From an optimization exercise on the open Yosys and OpenROAD flow, aimed at small area, a short achievable clock period and few clock cycles per item; shortcuts taken in it are not production practice. RTL that was checked went through simulation tests only; none was proved equivalent to the original. Power and IR drop assume default switching activity.

Setup of quartz:
// tomasulo_core
module tomasulo_core (
  input  logic                             clk,
  input  logic                             rst,
  input  logic                             instr_req,
  input  logic [tomasulo_pkg::instr_w-1:0] instr,
  input  logic [tomasulo_pkg::reg_w-1:0]   dbg_addr,
  output logic                             instr_ack,
  output logic [tomasulo_pkg::data_w-1:0]  dbg_data,
  output logic                             dbg_busy,
  output logic                             wb_valid,
  output logic [tomasulo_pkg::reg_w-1:0]   wb_dest,
  output logic [tomasulo_pkg::data_w-1:0]  wb_data
);
Size: roughly 2200 cells after synthesis, roughly 400 flip-flops, roughly 88 I/O pins.
Settings: LEC_CHECK=0, CAP_MARGIN=20, CORE_MARGIN=2, CORE_UTILIZATION=55, CTS_BUF_LIST=sky130_fd_sc_hd__clkbuf_16, CTS_CLUSTER_DIAMETER=120, CTS_CLUSTER_SIZE=24, SETUP_SLACK_MARGIN=3.7, SLEW_MARGIN=20; clock period 9.0 ns.
run.sh (not shown) runs the stock make flow with config.mk's settings and CLKGATE_MAP_FILE= SYNTH_SCRIPT=/design/flow/synth_recipe.tcl, a recipe that flattens the netlist after the stock synthesis.
Testbench counts of quartz, summed over its fixed seeds: cycles 10,091, instrs 4,800.
### quartz -> raven
# quartz
export LEC_CHECK = 0
export CAP_MARGIN = 20
export CORE_MARGIN = 2
export CORE_UTILIZATION = 55
export CTS_BUF_LIST = sky130_fd_sc_hd__clkbuf_16
export CTS_CLUSTER_DIAMETER = 120
export CTS_CLUSTER_SIZE = 24
export SETUP_SLACK_MARGIN = 3.7
export SLEW_MARGIN = 20
create_clock -name core_clock -period 9.0 [get_ports {clk}]
# raven
export LEC_CHECK = 0
export CAP_MARGIN = 20
export CORE_MARGIN = 2
export CORE_UTILIZATION = 55
export CTS_BUF_LIST = sky130_fd_sc_hd__clkbuf_16
export CTS_CLUSTER_DIAMETER = 120
export CTS_CLUSTER_SIZE = 24
export SETUP_SLACK_MARGIN = 5.0
export SLEW_MARGIN = 20
export BUFFER_PORTS_ARGS = -buffer_cell sky130_fd_sc_hd__buf_2
create_clock -name core_clock -period 9.0 [get_ports {clk}]
==> flow/flow/run.sh (new file) <==
#!/bin/bash
# Own layout flow: the standard flow, run whole through standard.sh
# (so synthesis is the standard one), with one change to placement: the
# buffers that global placement puts on every input and output port are
# sky130_fd_sc_hd__buf_2 cells rather than the resizer's default pick.
set -euo pipefail
cp standard.sh standard_sh.log
echo "export BUFFER_PORTS_ARGS = -buffer_cell sky130_fd_sc_hd__buf_2" >> config.mk
cp config.mk config_mk.log
bash standard.sh > standard.log 2>&1
==> flow/standard.sh (new file) <==
#!/bin/bash
# synth_recipe.tcl (not shown) runs the flow's synth.tcl, then flattens the netlist and writes it again
# the make line also repeats each setting of config.mk as NAME=value (left out here)
make -C /OpenROAD-flow-scripts/flow DESIGN_CONFIG=/design/flow/config.mk WORK_HOME=/design/flow/orfs CLKGATE_MAP_FILE= SYNTH_SCRIPT=/design/flow/synth_recipe.tcl "${@:-finish}"
removed: flow/run.sh
[summary]
- raven completed end to end with timing, DRC and antenna clean.
- quartz was carried through to the last stage, and its layout satisfied the timing, design-rule and antenna checks.
- raven gives more worst setup slack after placement than quartz did.
- raven vs. quartz: peak supply drop decreased by 1.4% relative to the old numbers; area growth from synthesis to layout went up by 17 points; global-route wire length before repair rose by about 9%; final cycle utilization of the critical path shrank by 5.9 points; critical path depth grew by 1.
- Compare raven and quartz | core utilization higher: raven
- raven -> quartz: switching power share of the total flat
- raven vs quartz, highest-delay cell along the critical path: a22oi_2 vs clkdlybuf4s50_1
Inputs modified between raven and xenon:
# raven
export LEC_CHECK = 0
export CAP_MARGIN = 20
export CORE_MARGIN = 2
export CORE_UTILIZATION = 55
export CTS_BUF_LIST = sky130_fd_sc_hd__clkbuf_16
export CTS_CLUSTER_DIAMETER = 120
export CTS_CLUSTER_SIZE = 24
export SETUP_SLACK_MARGIN = 5.0
export SLEW_MARGIN = 20
export BUFFER_PORTS_ARGS = -buffer_cell sky130_fd_sc_hd__buf_2
create_clock -name core_clock -period 9.0 [get_ports {clk}]
# xenon
export LEC_CHECK = 0
export CAP_MARGIN = 20
export CORE_MARGIN = 2
export CORE_UTILIZATION = 55
export CTS_BUF_LIST = sky130_fd_sc_hd__clkbuf_16
export CTS_CLUSTER_DIAMETER = 120
export CTS_CLUSTER_SIZE = 24
export SETUP_SLACK_MARGIN = 4.0
export SLEW_MARGIN = 20
create_clock -name core_clock -period 9.0 [get_ports {clk}]
==> flow/run.sh (new file) <==
#!/bin/bash
# synth_recipe.tcl (not shown) runs the flow's synth.tcl, then flattens the netlist and writes it again
# the make line also repeats each setting of config.mk as NAME=value (left out here)
make -C /OpenROAD-flow-scripts/flow DESIGN_CONFIG=/design/flow/config.mk WORK_HOME=/design/flow/orfs CLKGATE_MAP_FILE= SYNTH_SCRIPT=/design/flow/synth_recipe.tcl finish
removed: flow/flow/run.sh
removed: flow/standard.sh
Findings:
- Looking at final-stage net count across raven and xenon, the one that comes out higher is raven.
- Summary of xenon over raven: non-clock buffer count went down 49%; share of the final layout cell area in multi-input gates higher; minimum clock period now larger.
- Final worst slack was lower in xenon than in raven.
- Final critical-path share of the clock period | xenon above raven
- Total power | xenon below raven
Relative to xenon, the following input files were edited for zinc:
# xenon
export LEC_CHECK = 0
export CAP_MARGIN = 20
export CORE_MARGIN = 2
export CORE_UTILIZATION = 55
export CTS_BUF_LIST = sky130_fd_sc_hd__clkbuf_16
export CTS_CLUSTER_DIAMETER = 120
export CTS_CLUSTER_SIZE = 24
export SETUP_SLACK_MARGIN = 4.0
export SLEW_MARGIN = 20
create_clock -name core_clock -period 9.0 [get_ports {clk}]
# zinc
export LEC_CHECK = 0
export CAP_MARGIN = 20
export CORE_MARGIN = 2
export CORE_UTILIZATION = 55
export CTS_BUF_LIST = sky130_fd_sc_hd__clkbuf_16
export CTS_CLUSTER_DIAMETER = 120
export CTS_CLUSTER_SIZE = 24
export SETUP_SLACK_MARGIN = 4.5
export SLEW_MARGIN = 20
export BUFFER_PORTS_ARGS = -buffer_cell sky130_fd_sc_hd__buf_2
export RECOVER_POWER = 100
create_clock -name core_clock -period 9.0 [get_ports {clk}]
==> flow/flow/run.sh (new file) <==
#!/bin/bash
# Own layout flow: the standard flow, run whole through standard.sh
# (so synthesis is the standard one), with two changes: the buffers that
# global placement puts on every input and output port are
# sky130_fd_sc_hd__buf_2 cells rather than the resizer's default pick, and
# global routing ends with ORFS's power recovery (downsizing of gates off
# the critical paths).
set -euo pipefail
cp standard.sh standard_sh.log
echo "export BUFFER_PORTS_ARGS = -buffer_cell sky130_fd_sc_hd__buf_2" >> config.mk
echo "export RECOVER_POWER = 100" >> config.mk
cp config.mk config_mk.log
bash standard.sh > standard.log 2>&1
==> flow/standard.sh (new file) <==
#!/bin/bash
# synth_recipe.tcl (not shown) runs the flow's synth.tcl, then flattens the netlist and writes it again
# the make line also repeats each setting of config.mk as NAME=value (left out here)
make -C /OpenROAD-flow-scripts/flow DESIGN_CONFIG=/design/flow/config.mk WORK_HOME=/design/flow/orfs CLKGATE_MAP_FILE= SYNTH_SCRIPT=/design/flow/synth_recipe.tcl "${@:-finish}"
removed: flow/run.sh
## What came out
Of xenon and zinc, only zinc fails to finish with a clean layout.
zinc ended up with clkbuf_1 as its cell with the biggest individual delay on the critical path; xenon ended up with nor2_4.
Number of nets in the synthesized netlist: zinc vs xenon identical
Changes observed in zinc relative to xenon: synthesis-stage register bit count shows no meaningful change; critical path buffer and inverter count -6; final worst clock skew roughly the same; non-clock buffer count in the final layout higher; sequential-to-total area share from yosys stat neither gained nor lost much.
Changes observed in zinc relative to xenon: flip-flop and latch count flat, final wirelength up 750 µm, total routing resource utilization after global routing up 0.38 points.
Number of pins with negative max-slew slack in the final report: zinc > xenon
The path length in cells of the critical path of zinc falls short of that of xenon by 8.

tomasulo_core, a different RTL version from the one above (not shown whole).
Size in the first run: ~88 I/O pins, ~0.026 mm² of cells after synthesis.
export LEC_CHECK = 0
export CAP_MARGIN = 20
export CORE_MARGIN = 2
export CORE_UTILIZATION = 55
export SETUP_SLACK_MARGIN = 4.0
export SLEW_MARGIN = 20
create_clock -name core_clock -period 9.0 [get_ports {clk}]
Stock flow here: none of the scripts above is used.
Testbench counts at the start, summed over its fixed seeds: cycles 9,877, instrs 4,800.
Change:
==> flow/flow/run.sh (new file) <==
#!/bin/bash
# Own layout flow: the standard flow, run whole through standard.sh
# (so synthesis is the standard one), with one change to placement: the
# buffers that global placement puts on every input and output port are
# sky130_fd_sc_hd__buf_2 cells rather than the resizer's default pick.
set -euo pipefail
cp standard.sh standard_sh.log
echo "export BUFFER_PORTS_ARGS = -buffer_cell sky130_fd_sc_hd__buf_2" >> config.mk
cp config.mk config_mk.log
bash standard.sh > standard.log 2>&1
==> flow/standard.sh (new file) <==
#!/bin/bash
# synth_recipe.tcl (not shown) runs the flow's synth.tcl, then flattens the netlist and writes it again
# the make line also repeats each setting of config.mk as NAME=value (left out here)
make -C /OpenROAD-flow-scripts/flow DESIGN_CONFIG=/design/flow/config.mk WORK_HOME=/design/flow/orfs CLKGATE_MAP_FILE= SYNTH_SCRIPT=/design/flow/synth_recipe.tcl "${@:-finish}"
BUFFER_PORTS_ARGS = -buffer_cell sky130_fd_sc_hd__buf_2   (was not set)
CTS_BUF_LIST = sky130_fd_sc_hd__clkbuf_16   (was not set)
CTS_CLUSTER_DIAMETER = 120   (was not set)
CTS_CLUSTER_SIZE = 24   (was not set)
SETUP_SLACK_MARGIN = 4.5   (was 4.0)
removed: flow/run.sh
Result:
- power came out higher by 0.91%
- area after synthesis is unchanged
- routed wire length came out higher by 6.8%
- via count came out higher by 5.5%
- worst setup slack gets better by 260 ps
- final cell count came out higher by 4.7%
Change:
==> flow/run.sh (new file) <==
#!/bin/bash
# synth_recipe.tcl (not shown) runs the flow's synth.tcl, then flattens the netlist and writes it again
# the make line also repeats each setting of config.mk as NAME=value (left out here)
make -C /OpenROAD-flow-scripts/flow DESIGN_CONFIG=/design/flow/config.mk WORK_HOME=/design/flow/orfs CLKGATE_MAP_FILE= SYNTH_SCRIPT=/design/flow/synth_recipe.tcl finish
BUFFER_PORTS_ARGS = not set   (was -buffer_cell sky130_fd_sc_hd__buf_2)
CTS_BUF_LIST = sky130_fd_sc_hd__clkbuf_8   (was sky130_fd_sc_hd__clkbuf_16)
CTS_CLUSTER_DIAMETER = not set   (was 120)
SETUP_SLACK_MARGIN = 4.0   (was 4.5)
removed: flow/flow/run.sh
removed: flow/standard.sh
Effect:
- The changed run produced a clean layout
- non-clock buffer count goes down by 147
- power goes down by a few percent
- sequential share of layout area goes up by 2.1 points
- combinational power goes down by roughly a tenth
- first-iteration DRC count goes down by about a fifth
- cell area goes down by a few percent
- hold slack gets worse by 5.9 ps
- cell count goes down by a few percent
- utilization goes down by 4.4 points

== job 104 ==
tomasulo_core, a different RTL version from the one above (not shown whole).
For scale: roughly 2000 cells after synthesis, about 400 flip-flops, about 88 I/O pins, about 0.025 mm² of cells after synthesis.
==> flow/design.v (excerpt) <==
module tomasulo_core (
  input  logic                             clk,
  input  logic                             rst,
  input  logic                             instr_req,
  input  logic [tomasulo_pkg::instr_w-1:0] instr,
  input  logic [tomasulo_pkg::reg_w-1:0]   dbg_addr,
  output logic                             instr_ack,
  output logic [tomasulo_pkg::data_w-1:0]  dbg_data,
  output logic                             dbg_busy,
  output logic                             wb_valid,
  output logic [tomasulo_pkg::reg_w-1:0]   wb_dest,
  output logic [tomasulo_pkg::data_w-1:0]  wb_data
);
  localparam int Q = 5;
  logic [Q-1:0] q_v;
  logic [Q-1:0] q_mul;
  logic [2:0]   q_dest [Q];
  logic [2:0]   q_sa   [Q];
  logic [2:0]   q_sb   [Q];
  logic [2:0] step;
  logic [31:0] ps;
  logic [31:0] pc;
  logic [0:0] px;
  logic [0:0] nx;
  logic [31:0] regs [1:7];
  logic [3:0] b_one;
  logic [3:0] b_two;
  logic [3:0] b_neg;
  logic [2:0]  op;
  logic [2:0]  i_dest;
  logic [2:0]  i_sa;
  logic [2:0]  i_sb;
  logic        i_add;
  logic        i_mul;
  logic        i_alu;
  logic        accept;
  logic        push;
  logic        pop;
  logic        mstep;
  logic        mlast;
  logic [31:0] rd_a;
  logic [31:0] rd_b;
  logic [31:0] sum;
  logic [31:0] ns;
  logic [31:0] nc;
  logic [31:0] wd_hi;
  logic [8:0] nd;
  logic [8:0] dsel;
  logic [2:0]  nh_sa;
  logic [2:0]  nh_sb;
  logic [8:0] pf;
  logic [8:0] pfd;
  assign {op, i_dest, i_sa, i_sb} = instr;
  ...
export LEC_CHECK = 0
export CAP_MARGIN = 20
export CORE_MARGIN = 2
export CORE_UTILIZATION = 55
export SETUP_SLACK_MARGIN = 4.0
export SLEW_MARGIN = 20
export BUFFER_PORTS_ARGS = -buffer_cell sky130_fd_sc_hd__buf_2
create_clock -name core_clock -period 9.0 [get_ports {clk}]
standard.sh (not shown) runs the stock make flow with config.mk's settings and CLKGATE_MAP_FILE= SYNTH_SCRIPT=/design/flow/synth_recipe.tcl, a recipe that flattens the netlist after the stock synthesis.
==> flow/flow/run.sh <==
#!/bin/bash
# Own layout flow: the standard flow, run whole through standard.sh
# (so synthesis is the standard one), with one change to placement: the
# buffers that global placement puts on every input and output port are
# sky130_fd_sc_hd__buf_2 cells rather than the resizer's default pick.
set -euo pipefail
cp standard.sh standard_sh.log
echo "export BUFFER_PORTS_ARGS = -buffer_cell sky130_fd_sc_hd__buf_2" >> config.mk
cp config.mk config_mk.log
bash standard.sh > standard.log 2>&1
Job 104 finished every step from synthesis to the final layout, and the layout passed the timing, design-rule and antenna checks.
## Diff of input files: job 101 against job 104
Settings: removing BUFFER_PORTS_ARGS (formerly -buffer_cell sky130_fd_sc_hd__buf_2); setting CTS_CLUSTER_SIZE to 24 for the first time; setting CTS_CLUSTER_DIAMETER to 120 for the first time; setting CTS_BUF_LIST to sky130_fd_sc_hd__clkbuf_16 for the first time.
==> flow/run.sh (new file) <==
#!/bin/bash
# synth_recipe.tcl (not shown) runs the flow's synth.tcl, then flattens the netlist and writes it again
# the make line also repeats each setting of config.mk as NAME=value (left out here)
make -C /OpenROAD-flow-scripts/flow DESIGN_CONFIG=/design/flow/config.mk WORK_HOME=/design/flow/orfs CLKGATE_MAP_FILE= SYNTH_SCRIPT=/design/flow/synth_recipe.tcl finish
removed: flow/flow/run.sh
removed: flow/standard.sh
## What came out
- Job 104: PASS, flow complete, no timing, DRC or antenna violations
- No stage failed in job 101, and the final checks on the layout all came back clean.
- Comparing job 101 and job 104, end-of-flow core utilization is higher on job 104.
- As of job 101, maximum number of pins on one net before global-route repair had fallen by a little under 10% compared to job 104.
- Global-route total usage across every layer up 0.21 points in job 101 wrt job 104
- Compared with job 104, in job 101 fmax level, fraction of layout cells with a size suffix above 1 moved down.
- Design area (higher): job 104
- Sort job 101 and job 104 by average wire per cell in the routed design, ascending, and job 104 comes first.
Function was not checked in any run of this note: the RTL went through the layout flow alone.

Setup of job 1397:
RTL: one of the versions met above, not the one the previous note started from.
Size in the first run: ~2200 cells after synthesis, ~400 flip-flops, ~25000 sq um of cells after synthesis.
export LEC_CHECK = 0
export CAP_MARGIN = 20
export CORE_MARGIN = 2
export CORE_UTILIZATION = 70
export CTS_BUF_LIST = sky130_fd_sc_hd__clkbuf_16
export CTS_CLUSTER_DIAMETER = 120
export CTS_CLUSTER_SIZE = 24
export SETUP_SLACK_MARGIN = 4.5
export SLEW_MARGIN = 20
export BUFFER_PORTS_ARGS = -buffer_cell sky130_fd_sc_hd__buf_2
create_clock -name core_clock -period 9.0 [get_ports {clk}]
==> flow/flow/run.sh <==
#!/bin/bash
# Own layout flow: the standard flow, run whole through standard.sh
# (so synthesis is the standard one), with one change to placement: the
# buffers that global placement puts on every input and output port are
# sky130_fd_sc_hd__buf_2 cells rather than the resizer's default pick.
set -euo pipefail
cp standard.sh standard_sh.log
echo "export BUFFER_PORTS_ARGS = -buffer_cell sky130_fd_sc_hd__buf_2" >> config.mk
cp config.mk config_mk.log
bash standard.sh > standard.log 2>&1
Testbench counts of job 1397, summed over its fixed seeds: cycles 10,091, instrs 4,800.
--- input diff job 1397..job 2256 ---
Settings: SETUP_SLACK_MARGIN: 4.5 -> 4.7; CORE_UTILIZATION: 70 -> 55.
--- outcome ---
Taking job 1397 as the reference, in job 2256 number of buffers inserted by post-CTS setup repair increased 29; setup slack at placement increased 0.27 ns; fraction of met2 tracks used by global routing now sits lower; initial antenna violation count higher; sequential cell count saw little to no change.
The inputs of job 2962 differ from those of job 2256 as listed below.
Settings: swapping 4.7 for 4.5 in SETUP_SLACK_MARGIN.
## What came out
- In summary, job 2962 completed successfully, with a layout that passed the timing, design-rule and antenna checks.
- Looking at hold slack across job 2962 and job 2256, the one that comes out lower is job 2256.
- Global-route usage for job 2962: 0.46 points down relative to job 2256
- Job 2962: final area is 3.1% lower than what job 2256 reported.
- Compared to job 2256, job 2962 has total via count in the routed design 404 lower.
- Setup slack: job 2962 more than job 2256
- Job 2962: buffering overhead 1.1 points below job 2256
- | core utilization | job 2962 vs job 2256 | 2.1 points lower |
- dbg_data[16] as the destination of the critical timing path was reported by job 2962, and dbg_busy by job 2256.
--- input diff job 2962..job 3294 ---
Settings: changing SETUP_SLACK_MARGIN from 4.5 to 4.3.
[summary]
Between job 3294 and job 2962, the difference in global-route wire length before repair is negligible.
Hold slack: job 3294 and job 2962 compared, lower one is job 3294
Relative to job 2962, the portion of total power attributed to combinational logic of job 3294 is lower by 1.1 points.
On worst setup slack, job 3294 and job 2962 are neck and neck.
Between job 2962 and job 3294, the number of distinct library cell variants in the gate-level netlist after synthesis figures differ only marginally.
Compared to job 2962, the router laid down more metal wire for job 3294.
Compared with job 2962, in job 3294 final critical-path share of the clock period essentially unchanged; clock network power increased about 4%; depth of the critical timing path with buffers and inverters included increased 1.

## what the ideal ports hide
The flow's constraints put no driver on any port. The routed layouts listed below were extracted and timed again, unchanged, in two steps.
Step 1 assumes that a clkbuf_16 drives the clock port and a buf_2 every other input.
Step 2 also shifts input and output timing later by t, the mid clock arrival at the registers, as if the neighbouring blocks saw the same clock.
Slacks: no drivers / after step 1 / after step 2; pairs: no drivers / after step 1.
run | shift t [ns] | setup WS [ns] | worst setup path at the end | worst register clock-pin slew, ns | cell pins on the clock port's net
quartz | 0.623 | 3.595 / 3.575 / 3.575 | input to output | 0.11 / 0.11 | 1
raven | 0.630 | 4.130 / 3.829 / 3.829 | input to output | 0.11 / 0.11 | 1
xenon | 0.623 | 3.878 / 3.833 / 3.610 | input to register | 0.12 / 0.12 | 1
zinc | 0.645 | 2.604 / 2.573 / 1.984 | input to register | 0.11 / 0.11 | 1
the first run of note 2 | 0.665 | 3.833 / 3.725 / 3.725 | input to output | 0.07 / 0.07 | 1
the second run of note 2 | 0.655 | 4.092 / 4.028 / 4.028 | input to output | 0.11 / 0.11 | 1
the third run of note 2 | 0.708 | 3.933 / 3.850 / 3.846 | input to register | 0.07 / 0.07 | 1
job 104 | 0.642 | 3.986 / 3.829 / 3.829 | input to output | 0.07 / 0.07 | 1
job 101 | 0.625 | 3.993 / 3.795 / 3.728 | input to register | 0.11 / 0.11 | 1
job 1397 | 0.621 | 4.080 / 3.901 / 3.901 | input to output | 0.11 / 0.11 | 1
job 2256 | 0.622 | 4.070 / 3.903 / 3.903 | input to output | 0.11 / 0.11 | 1
job 2962 | 0.641 | 4.116 / 3.949 / 3.949 | input to output | 0.11 / 0.11 | 1
job 3294 | 0.633 | 4.115 / 3.904 / 3.904 | input to output | 0.12 / 0.12 | 1
The setup slack of zinc, which loses most, moves by -0.031 ns with the drivers and by -0.620 ns with both steps.
